Background: an optimization exercise with open tools, aiming at small area, a short achievable clock period and few clock cycles per item. Do not read the settings as production practice. RTL that was checked went through simulation tests only; none was proved equivalent to the original. Power figures rest on the tool's default switching activity, not on a simulated workload.

==> flow/design.v <==
`default_nettype none
package isaPkg;
	localparam int DATA_W = 16;
	localparam int REG_ADDR_W = 5;
	localparam int OPCODE_W = 7;
	typedef enum logic [OPCODE_W-1:0] {
		OP_ADD = 7'd1,
		OP_SUB = 7'd2,
		OP_AND = 7'd3,
		OP_OR  = 7'd4,
		OP_XOR = 7'd5,
		OP_SHL = 7'd6,
		OP_SHR = 7'd7,
		OP_MOV = 7'd8
	} opcode_e;
	typedef logic [DATA_W-1:0] data_t;
	typedef logic [REG_ADDR_W-1:0] regAddr_t;
	typedef struct packed {
		logic overflow;
		logic underflow;
	} status_t;
endpackage
`default_nettype wire
`default_nettype none
package busPkg;
	localparam int BUNDLE_W = 90;
	localparam int COMMIT_W = 48;
	localparam int SLOT_W = 46;
	typedef struct packed {
		logic isWb;
		logic [7-1:0] opcode;
		logic [4:0] wbAddr;
		logic [15:0] pOperand;
		logic [15:0] sOperand;
	} laneOp_t;
	typedef struct packed {
		laneOp_t laneA;
		laneOp_t laneB;
	} bundle_t;
	typedef struct packed {
		logic [1:0] code;
		logic [4:0] wbAddr;
		logic [15:0] wbData;
	} slotHalf_t;
	typedef struct packed {
		slotHalf_t laneA;
		slotHalf_t laneB;
	} slot_t;
	typedef struct packed {
		logic wbValid;
		logic [4:0] wbAddr;
		logic [15:0] wbData;
		logic [1:0] status;
	} commitHalf_t;
	typedef struct packed {
		commitHalf_t laneA;
		commitHalf_t laneB;
	} commit_t;
endpackage
`default_nettype wire
`default_nettype none
module creditFifo #(
	parameter int DEPTH = 4,
	parameter int WIDTH = 1
) (
	input wire logic clock_i,
	input wire logic reset_i,
	input wire logic push_i,
	input wire logic [WIDTH-1:0] item_i,
	input wire logic pop_i,
	output logic [WIDTH-1:0] item_o
);
	localparam int PTR_W = (DEPTH > 1) ? $clog2(DEPTH) : 1;
	logic [WIDTH-1:0] mem [DEPTH];
	logic [PTR_W-1:0] wrPtr;
	logic [DEPTH-1:0] rdHot;
	always_ff @(posedge clock_i)
	begin
		if (push_i)
		begin
			mem[wrPtr] <= item_i;
		end
	end
	always_comb
	begin
		item_o = '0;
		for (int k = 0; k < DEPTH; k++)
		begin
			item_o = item_o | (mem[k] & {WIDTH{rdHot[k]}});
		end
	end
	always_ff @(posedge clock_i)
	begin
		if (reset_i)
		begin
			wrPtr <= '0;
			rdHot <= DEPTH'(1);
		end
		else
		begin
			if (push_i)
			begin
				wrPtr <= (wrPtr == PTR_W'(DEPTH - 1)) ? '0 : wrPtr + 1'b1;
			end
			if (pop_i)
			begin
				rdHot <= {rdHot[DEPTH-2:0], rdHot[DEPTH-1]};
			end
		end
	end
endmodule
`default_nettype wire
`default_nettype none
module arithLane (
	input wire busPkg::laneOp_t op_i,
	input wire logic kill_i,
	output logic wbValid_o,
	output busPkg::slotHalf_t half_o
);
	logic [15:0] p;
	logic [15:0] s;
	logic isAdd, isSub, isAnd, isOr, isXor, isShl, isShr, isMov;
	logic legalOp;
	logic keep;
	logic [15:0] sx;
	logic [16:0] sumWide;
	logic [15:0] shOut;
	logic [15:0] shRev;
	assign p = op_i.pOperand;
	assign s = op_i.sOperand;
	assign isAdd = op_i.opcode == 7'd1;
	assign isSub = op_i.opcode == 7'd2;
	assign isAnd = op_i.opcode == 7'd3;
	assign isOr = op_i.opcode == 7'd4;
	assign isXor = op_i.opcode == 7'd5;
	assign isShl = op_i.opcode == 7'd6;
	assign isShr = op_i.opcode == 7'd7;
	assign isMov = op_i.opcode == 7'd8;
	assign legalOp = (op_i.opcode != 7'd0) && (op_i.opcode <= 7'd8);
	assign wbValid_o = op_i.isWb && legalOp;
	assign keep = wbValid_o && !kill_i;
	assign sx[7:0] = op_i.opcode[1] ? ~s[7:0] : s[7:0];
	assign sx[15:8] = op_i.opcode[0] ? s[15:8] : ~s[15:8];
	always_comb
	begin
		logic cin;
		logic [15:0] g;
		logic [15:0] t;
		logic [15:0] gPrev;
		logic [15:0] tPrev;
		cin = op_i.opcode[1] && !op_i.opcode[2];
		g = p & sx & {16{!op_i.opcode[2]}};
		t = p ^ sx;
		g[0] = g[0] | (t[0] & cin);
		for (int l = 0; l < 4; l++)
		begin
			gPrev = g;
			tPrev = t;
			for (int i = 0; i < 16; i++)
			begin
				if (i >= (1 << l))
				begin
					g[i] = gPrev[i] | (tPrev[i] & gPrev[i - (1 << l)]);
					t[i] = tPrev[i] & tPrev[i - (1 << l)];
				end
			end
		end
		sumWide = {g[15], p ^ sx ^ {g[14:0], cin}};
	end
	always_comb
	begin
		logic [15:0] r;
		for (int i = 0; i < 16; i++)
		begin
			r[i] = op_i.opcode[0] ? p[i] : p[15-i];
		end
		r = s[3] ? {8'd0, r[15:8]} : r;
		r = s[2] ? {4'd0, r[15:4]} : r;
		r = s[1] ? {2'd0, r[15:2]} : r;
		r = s[0] ? {1'd0, r[15:1]} : r;
		shOut = r;
		for (int i = 0; i < 16; i++)
		begin
			shRev[i] = r[15-i];
		end
	end
	assign half_o.wbAddr = keep ? op_i.wbAddr : 5'd0;
	assign half_o.wbData = ({16{keep && (isAdd || isSub || isXor)}} & sumWide[15:0])
		| ({16{keep && isAnd}} & (p & s))
		| ({16{keep && isOr}} & (p | s))
		| ({16{keep && isMov}} & s)
		| ({16{keep && isShl}} & shRev)
		| ({16{keep && isShr}} & shOut);
	assign half_o.code[1] = keep && (isAdd || isSub) && (sumWide[16] ^ op_i.opcode[1]);
	assign half_o.code[0] = keep && !(isAdd && sumWide[16]);
endmodule
`default_nettype wire
`default_nettype none
module commitMerge (
	input wire busPkg::bundle_t bundle_i,
	output busPkg::slot_t slot_o
);
	logic wbA;
	logic wbB;
	logic sameDest;
	assign sameDest = wbA && wbB && (bundle_i.laneA.wbAddr == bundle_i.laneB.wbAddr);
	arithLane laneA (
		.op_i(bundle_i.laneA),
		.kill_i(sameDest),
		.wbValid_o(wbA),
		.half_o(slot_o.laneA)
	);
	arithLane laneB (
		.op_i(bundle_i.laneB),
		.kill_i(1'b0),
		.wbValid_o(wbB),
		.half_o(slot_o.laneB)
	);
endmodule
`default_nettype wire
`default_nettype none
module vliwExecCore #(
	parameter int BUNDLE_DEPTH = 4,
	parameter int COMMIT_CREDITS = 2
) (
	input wire logic clock_i,
	input wire logic reset_i,
	input wire logic bundleValid_i,
	input wire busPkg::bundle_t bundle_i,
	output wire logic bundleCredit_o,
	input wire logic commitCredit_i,
	output wire logic commitValid_o,
	output wire busPkg::commit_t commit_o
);
	localparam int CNT_W = $clog2(BUNDLE_DEPTH + 1);
	localparam int CREDIT_W = $clog2(COMMIT_CREDITS + 1);
	busPkg::slot_t newSlot;
	busPkg::slot_t headSlot;
	logic [CNT_W-1:0] count;
	logic [CNT_W-1:0] countNext;
	logic [CREDIT_W-1:0] credits;
	logic [CREDIT_W-1:0] creditsAvail;
	logic commitValid;
	logic commitNext;
	logic bundleCredit;
	commitMerge merger (
		.bundle_i(bundle_i),
		.slot_o(newSlot)
	);
	creditFifo #(
		.DEPTH(BUNDLE_DEPTH),
		.WIDTH(busPkg::SLOT_W)
	) recordQueue (
		.clock_i(clock_i),
		.reset_i(reset_i),
		.push_i(bundleValid_i),
		.item_i(newSlot),
		.pop_i(commitValid),
		.item_o(headSlot)
	);
	assign countNext = count - CNT_W'(commitValid) + CNT_W'(bundleValid_i);
	assign creditsAvail = credits + CREDIT_W'(commitCredit_i);
	assign commitNext = (creditsAvail != '0) && (countNext != '0);
	always_ff @(posedge clock_i)
	begin
		if (reset_i)
		begin
			count <= '0;
			credits <= CREDIT_W'(COMMIT_CREDITS);
			commitValid <= 1'b0;
			bundleCredit <= 1'b0;
		end
		else
		begin
			count <= countNext;
			credits <= creditsAvail - CREDIT_W'(commitNext);
			commitValid <= commitNext;
			bundleCredit <= commitNext;
		end
	end
	assign commitValid_o = commitValid;
	assign bundleCredit_o = bundleCredit;
	assign commit_o.laneA.wbValid = |headSlot.laneA.code;
	assign commit_o.laneA.wbAddr = headSlot.laneA.wbAddr;
	assign commit_o.laneA.wbData = headSlot.laneA.wbData;
	assign commit_o.laneA.status = {headSlot.laneA.code[1] & ~headSlot.laneA.code[0],
		headSlot.laneA.code[1] & headSlot.laneA.code[0]};
	assign commit_o.laneB.wbValid = |headSlot.laneB.code;
	assign commit_o.laneB.wbAddr = headSlot.laneB.wbAddr;
	assign commit_o.laneB.wbData = headSlot.laneB.wbData;
	assign commit_o.laneB.status = {headSlot.laneB.code[1] & ~headSlot.laneB.code[0],
		headSlot.laneB.code[1] & headSlot.laneB.code[0]};
endmodule
`default_nettype wire
==> flow/config.mk <==
export PLATFORM = sky130hd
export DESIGN_NAME = vliwExecCore
export DESIGN_NICKNAME = vliwExecCore
export VERILOG_FILES = /design/flow/design.v
export SDC_FILE = /design/flow/constraint.sdc
export NUM_CORES = 4
export LEC_CHECK = 0
export CAP_MARGIN = 20
export CORE_MARGIN = 2
export CORE_UTILIZATION = 40
export CTS_BUF_LIST = sky130_fd_sc_hd__clkbuf_4 sky130_fd_sc_hd__clkbuf_8
export SETUP_SLACK_MARGIN = 1.0
export SLEW_MARGIN = 20
==> flow/constraint.sdc <==
create_clock -name core_clock -period 4.0 [get_ports {clock_i}]
set_input_delay 0.8000 -clock core_clock [delete_from_list [all_inputs] [get_ports {clock_i}]]
set_output_delay 0.8000 -clock core_clock [all_outputs]
set_load 0.01 [all_outputs]
standard.sh (not shown) runs the stock make flow with config.mk's settings and CLKGATE_MAP_FILE= SYNTH_SCRIPT=/design/flow/synth_recipe.tcl, a recipe that flattens the netlist after the stock synthesis.
==> flow/flow/run.sh <==
#!/bin/bash
# Standard ORFS layout (the standard.sh, synthesis unchanged), with plain
# buffers on the ports instead of the default delay-cell buffers, plus the
# settings in flow/extra.env. Each tool's full output goes to its own log
# here; ORFS's per-step logs are under orfs/logs/.
set -euo pipefail
export BUFFER_PORTS_ARGS="-buffer_cell sky130_fd_sc_hd__buf_1"
if [[ -f flow/extra.env ]]; then
  set -a
  source flow/extra.env
  set +a
fi
bash standard.sh synth > synth.log 2>&1
bash standard.sh finish > layout.log 2>&1
The starting point went through all stages and came out clean.
Next try:
--- a/flow/design.v
+++ b/flow/design.v
@@ -142,31 +142,24 @@
 	assign sx[7:0] = op_i.opcode[1] ? ~s[7:0] : s[7:0];
 	assign sx[15:8] = op_i.opcode[0] ? s[15:8] : ~s[15:8];
 	always_comb
 	begin
-		logic cin;
-		logic [15:0] g;
-		logic [15:0] t;
-		logic [15:0] gPrev;
-		logic [15:0] tPrev;
-		cin = op_i.opcode[1] && !op_i.opcode[2];
-		g = p & sx & {16{!op_i.opcode[2]}};
-		t = p ^ sx;
-		g[0] = g[0] | (t[0] & cin);
-		for (int l = 0; l < 4; l++)
-		begin
-			gPrev = g;
-			tPrev = t;
-			for (int i = 0; i < 16; i++)
+		logic [16:0] g;
+		logic [16:0] t;
+		g = {p & sx & {16{!op_i.opcode[2]}}, op_i.opcode[1] & !op_i.opcode[2]};
+		t = {p ^ sx, 1'b0};
+		for (int l = 0; l < 5; l++)
+		begin
+			for (int i = 16; i >= 0; i--)
 			begin
-				if (i >= (1 << l))
+				if (((i >> l) & 1) == 1)
 				begin
-					g[i] = gPrev[i] | (tPrev[i] & gPrev[i - (1 << l)]);
-					t[i] = tPrev[i] & tPrev[i - (1 << l)];
+					g[i] = g[i] | (t[i] & g[((i >> l) << l) - 1]);
+					t[i] = t[i] & t[((i >> l) << l) - 1];
 				end
 			end
 		end
-		sumWide = {g[15], p ^ sx ^ {g[14:0], cin}};
+		sumWide = {g[16], p ^ sx ^ g[15:0]};
 	end
 	always_comb
 	begin
 		logic [15:0] r;
Outcome:
- The changed run ran to the end with no violations
- register-to-register slack gets worse by 0.04 ns
- worst setup slack gets worse by 0.096 ns
- global-route usage goes down by 0.15 points
- sequential power barely changes
- clock power barely changes
- die area is lower by about 3.3%
- core utilization goes up by 1.3 points
No functional check of the RTL was part of any run of this note.

JK:
// vliwExecCore: RTL as listed in full above, without the edits since
clock: 4.0 ns
lec_check: 0
cap_margin: 20
core_margin: 2
core_utilization: 40
cts_buf_list: sky130_fd_sc_hd__clkbuf_4 sky130_fd_sc_hd__clkbuf_8
setup_slack_margin: 1.2
slew_margin: 20
Scripts as last shown in full above: flow/flow/run.sh
Modified inputs, MS compared to JK
--- a/flow/design.v
+++ b/flow/design.v
@@ -73,6 +73,6 @@
 	localparam int PTR_W = (DEPTH > 1) ? $clog2(DEPTH) : 1;
 	logic [WIDTH-1:0] mem [DEPTH];
+	logic [PTR_W-1:0] rdPtr;
 	logic [PTR_W-1:0] wrPtr;
-	logic [DEPTH-1:0] rdHot;
 	always_ff @(posedge clock_i)
 	begin
@@ -82,18 +82,11 @@
 		end
 	end
-	always_comb
-	begin
-		item_o = '0;
-		for (int k = 0; k < DEPTH; k++)
-		begin
-			item_o = item_o | (mem[k] & {WIDTH{rdHot[k]}});
-		end
-	end
+	assign item_o = mem[rdPtr];
 	always_ff @(posedge clock_i)
 	begin
 		if (reset_i)
 		begin
+			rdPtr <= '0;
 			wrPtr <= '0;
-			rdHot <= DEPTH'(1);
 		end
 		else
@@ -105,5 +98,5 @@
 			if (pop_i)
 			begin
-				rdHot <= {rdHot[DEPTH-2:0], rdHot[DEPTH-1]};
+				rdPtr <= (rdPtr == PTR_W'(DEPTH - 1)) ? '0 : rdPtr + 1'b1;
 			end
 		end
@@ -140,31 +133,23 @@
 	assign wbValid_o = op_i.isWb && legalOp;
 	assign keep = wbValid_o && !kill_i;
-	assign sx[7:0] = op_i.opcode[1] ? ~s[7:0] : s[7:0];
-	assign sx[15:8] = op_i.opcode[0] ? s[15:8] : ~s[15:8];
+	assign sx = op_i.opcode[1] ? ~s : s;
 	always_comb
 	begin
-		logic cin;
-		logic [15:0] g;
-		logic [15:0] t;
-		logic [15:0] gPrev;
-		logic [15:0] tPrev;
-		cin = op_i.opcode[1] && !op_i.opcode[2];
-		g = p & sx & {16{!op_i.opcode[2]}};
-		t = p ^ sx;
-		g[0] = g[0] | (t[0] & cin);
-		for (int l = 0; l < 4; l++)
-		begin
-			gPrev = g;
-			tPrev = t;
-			for (int i = 0; i < 16; i++)
+		logic [16:0] g;
+		logic [16:0] t;
+		g = {p & sx & {16{!op_i.opcode[2]}}, op_i.opcode[1] & !op_i.opcode[2]};
+		t = {p ^ sx, 1'b0};
+		for (int l = 0; l < 5; l++)
+		begin
+			for (int i = 16; i >= 0; i--)
 			begin
-				if (i >= (1 << l))
+				if (((i >> l) & 1) == 1)
 				begin
-					g[i] = gPrev[i] | (tPrev[i] & gPrev[i - (1 << l)]);
-					t[i] = tPrev[i] & tPrev[i - (1 << l)];
+					g[i] = g[i] | (t[i] & g[((i >> l) << l) - 1]);
+					t[i] = t[i] & t[((i >> l) << l) - 1];
 				end
 			end
 		end
-		sumWide = {g[15], p ^ sx ^ {g[14:0], cin}};
+		sumWide = {g[16], p ^ sx ^ g[15:0]};
 	end
 	always_comb
### Flow results
- Die size: MS is under JK
- Looking at number of non-clock inverters, MS sits below JK.
- JK consumes less power than MS.
- MS vs JK: area of placed instances down slightly
- In the tables for MS and JK, post-route fraction of the period consumed by the critical path reads higher with MS.
- | final wirelength | lower: MS |
No run of this note included a check of the RTL's function; only the layout flow was run.

Another version of the RTL of vliwExecCore (not shown whole).
Size: roughly 200 flip-flops, ~140 I/O pins, ~14,000 um2 of cells after synthesis.
==> module arithLane, before the edit <==
module arithLane (
	input wire busPkg::laneOp_t op_i,
	input wire logic kill_i,
	output logic wbValid_o,
	output busPkg::slotHalf_t half_o
);
	logic [15:0] p;
	logic [15:0] s;
	logic isAdd, isSub, isAnd, isOr, isXor, isShl, isShr, isMov;
	logic legalOp;
	logic keep;
	logic [15:0] sx;
	logic [17:0] sumRaw;
	logic [16:0] sumWide;
	logic [15:0] shOut;
	logic [15:0] shRev;
	assign p = op_i.pOperand;
	assign s = op_i.sOperand;
	assign isAdd = op_i.opcode == 7'd1;
	assign isSub = op_i.opcode == 7'd2;
	assign isAnd = op_i.opcode == 7'd3;
	assign isOr = op_i.opcode == 7'd4;
	assign isXor = op_i.opcode == 7'd5;
	assign isShl = op_i.opcode == 7'd6;
	assign isShr = op_i.opcode == 7'd7;
	assign isMov = op_i.opcode == 7'd8;
	assign legalOp = (op_i.opcode != 7'd0) && (op_i.opcode <= 7'd8);
	assign wbValid_o = op_i.isWb && legalOp;
	assign keep = wbValid_o && !kill_i;
	assign sx = op_i.opcode[1] ? ~s : s;
	assign sumRaw = {1'b0, p, 1'b1} + {1'b0, sx, op_i.opcode[1]};
	assign sumWide = sumRaw[17:1];
	assign shRev = p << s[3:0];
	assign shOut = p >> s[3:0];
	assign half_o.wbAddr = keep ? op_i.wbAddr : 5'd0;
	assign half_o.wbData = ({16{keep && (isAdd || isSub)}} & sumWide[15:0])
		| ({16{keep && isAnd}} & (p & s))
		| ({16{keep && isOr}} & (p | s))
		| ({16{keep && isXor}} & (p ^ s))
		| ({16{keep && isShl}} & shRev)
		| ({16{keep && isShr}} & shOut)
		| ({16{keep && isMov}} & s);
	assign half_o.code[1] = keep && (isAdd || isSub) && (sumWide[16] ^ op_i.opcode[1]);
	assign half_o.code[0] = keep && !(isAdd && sumWide[16]);
endmodule
clock: 4.0 ns
lec_check: 0
cap_margin: 20
core_margin: 2
core_utilization: 40
cts_buf_list: sky130_fd_sc_hd__clkbuf_4 sky130_fd_sc_hd__clkbuf_8
setup_slack_margin: 1.2
slew_margin: 20
Scripts as last shown in full above: flow/flow/run.sh
Then changed:
--- a/flow/design.v
+++ b/flow/design.v
@@ -115,12 +115,13 @@
 	logic isAdd, isSub, isAnd, isOr, isXor, isShl, isShr, isMov;
 	logic legalOp;
 	logic keep;
 	logic [15:0] sx;
 	logic [17:0] sumRaw;
 	logic [16:0] sumWide;
+	logic [15:0] shIn;
 	logic [15:0] shOut;
 	logic [15:0] shRev;
 	assign p = op_i.pOperand;
 	assign s = op_i.sOperand;
 	assign isAdd = op_i.opcode == 7'd1;
 	assign isSub = op_i.opcode == 7'd2;
@@ -133,14 +134,27 @@
 	assign legalOp = (op_i.opcode != 7'd0) && (op_i.opcode <= 7'd8);
 	assign wbValid_o = op_i.isWb && legalOp;
 	assign keep = wbValid_o && !kill_i;
 	assign sx = op_i.opcode[1] ? ~s : s;
 	assign sumRaw = {1'b0, p, 1'b1} + {1'b0, sx, op_i.opcode[1]};
 	assign sumWide = sumRaw[17:1];
-	assign shRev = p << s[3:0];
-	assign shOut = p >> s[3:0];
+	always_comb
+	begin
+		for (int i = 0; i < 16; i++)
+		begin
+			shIn[i] = op_i.opcode[0] ? p[i] : p[15-i];
+		end
+	end
+	assign shOut = shIn >> s[3:0];
+	always_comb
+	begin
+		for (int i = 0; i < 16; i++)
+		begin
+			shRev[i] = shOut[15-i];
+		end
+	end
 	assign half_o.wbAddr = keep ? op_i.wbAddr : 5'd0;
 	assign half_o.wbData = ({16{keep && (isAdd || isSub)}} & sumWide[15:0])
 		| ({16{keep && isAnd}} & (p & s))
 		| ({16{keep && isOr}} & (p | s))
 		| ({16{keep && isXor}} & (p ^ s))
 		| ({16{keep && isShl}} & shRev)
Outcome: Routed wire length decreases by a few percent. Via count decreases by a few percent. Sequential power hardly moves. Global-route usage decreases by 0.51 points. Worst setup slack loses 0.16 ns. Clock skew decreases by 0.0081 ns. Die area decreases by a few percent. Sequential cell count is unchanged. Total power decreases by a few percent. Worst hold slack loses 0.012 ns. Synthesized area decreases by a few percent. Core utilization increases by 1.5 points. Sequential share of layout area increases by 0.66 points. Final area decreases slightly.
Testbench counts after the change, summed over its fixed seeds: cycles 4,247, items 3,200.
No functional check of the RTL was part of the first run of this note.

afterwards: timing with drivers on the ports:
In the flow no input, the clock included, has a driving cell. The finished layouts below were timed again as built, in two steps. Step 1: set_driving_cell puts a clkbuf_16 on clock_i and a buf_2 on each other input, an assumption about the parent block. Step 2 times the ports against the registers' clock, not the clock port: input delays grow and output delays shrink by t, the midpoint of the rising clock arrivals with the driver on. a / b / c = ideal / step 1 / step 2; a / b = the first two.
run | t (ns) | slack for setup (ns) | clock arrival spread, ns
the first run of note 1 | 0.484 | 0.955 / 0.942 / 0.457 | 0.019 / 0.019
the second run of note 1 | 0.493 | 0.859 / 0.860 / 0.367 | 0.019 / 0.018
JK | 0.469 | 0.975 / 0.962 / 0.494 | 0.014 / 0.015
MS | 0.506 | 0.833 / 0.823 / 0.317 | 0.027 / 0.027
the first run of note 3 | 0.503 | 1.160 / 1.116 / 0.613 | 0.024 / 0.024
the second run of note 3 | 0.480 | 0.996 / 0.932 / 0.452 | 0.016 / 0.016
After both steps setup and hold are still met in every run listed. The setup slack of the first run of note 3, which loses most, moves by -0.044 ns with the drivers and by -0.547 ns with both steps.
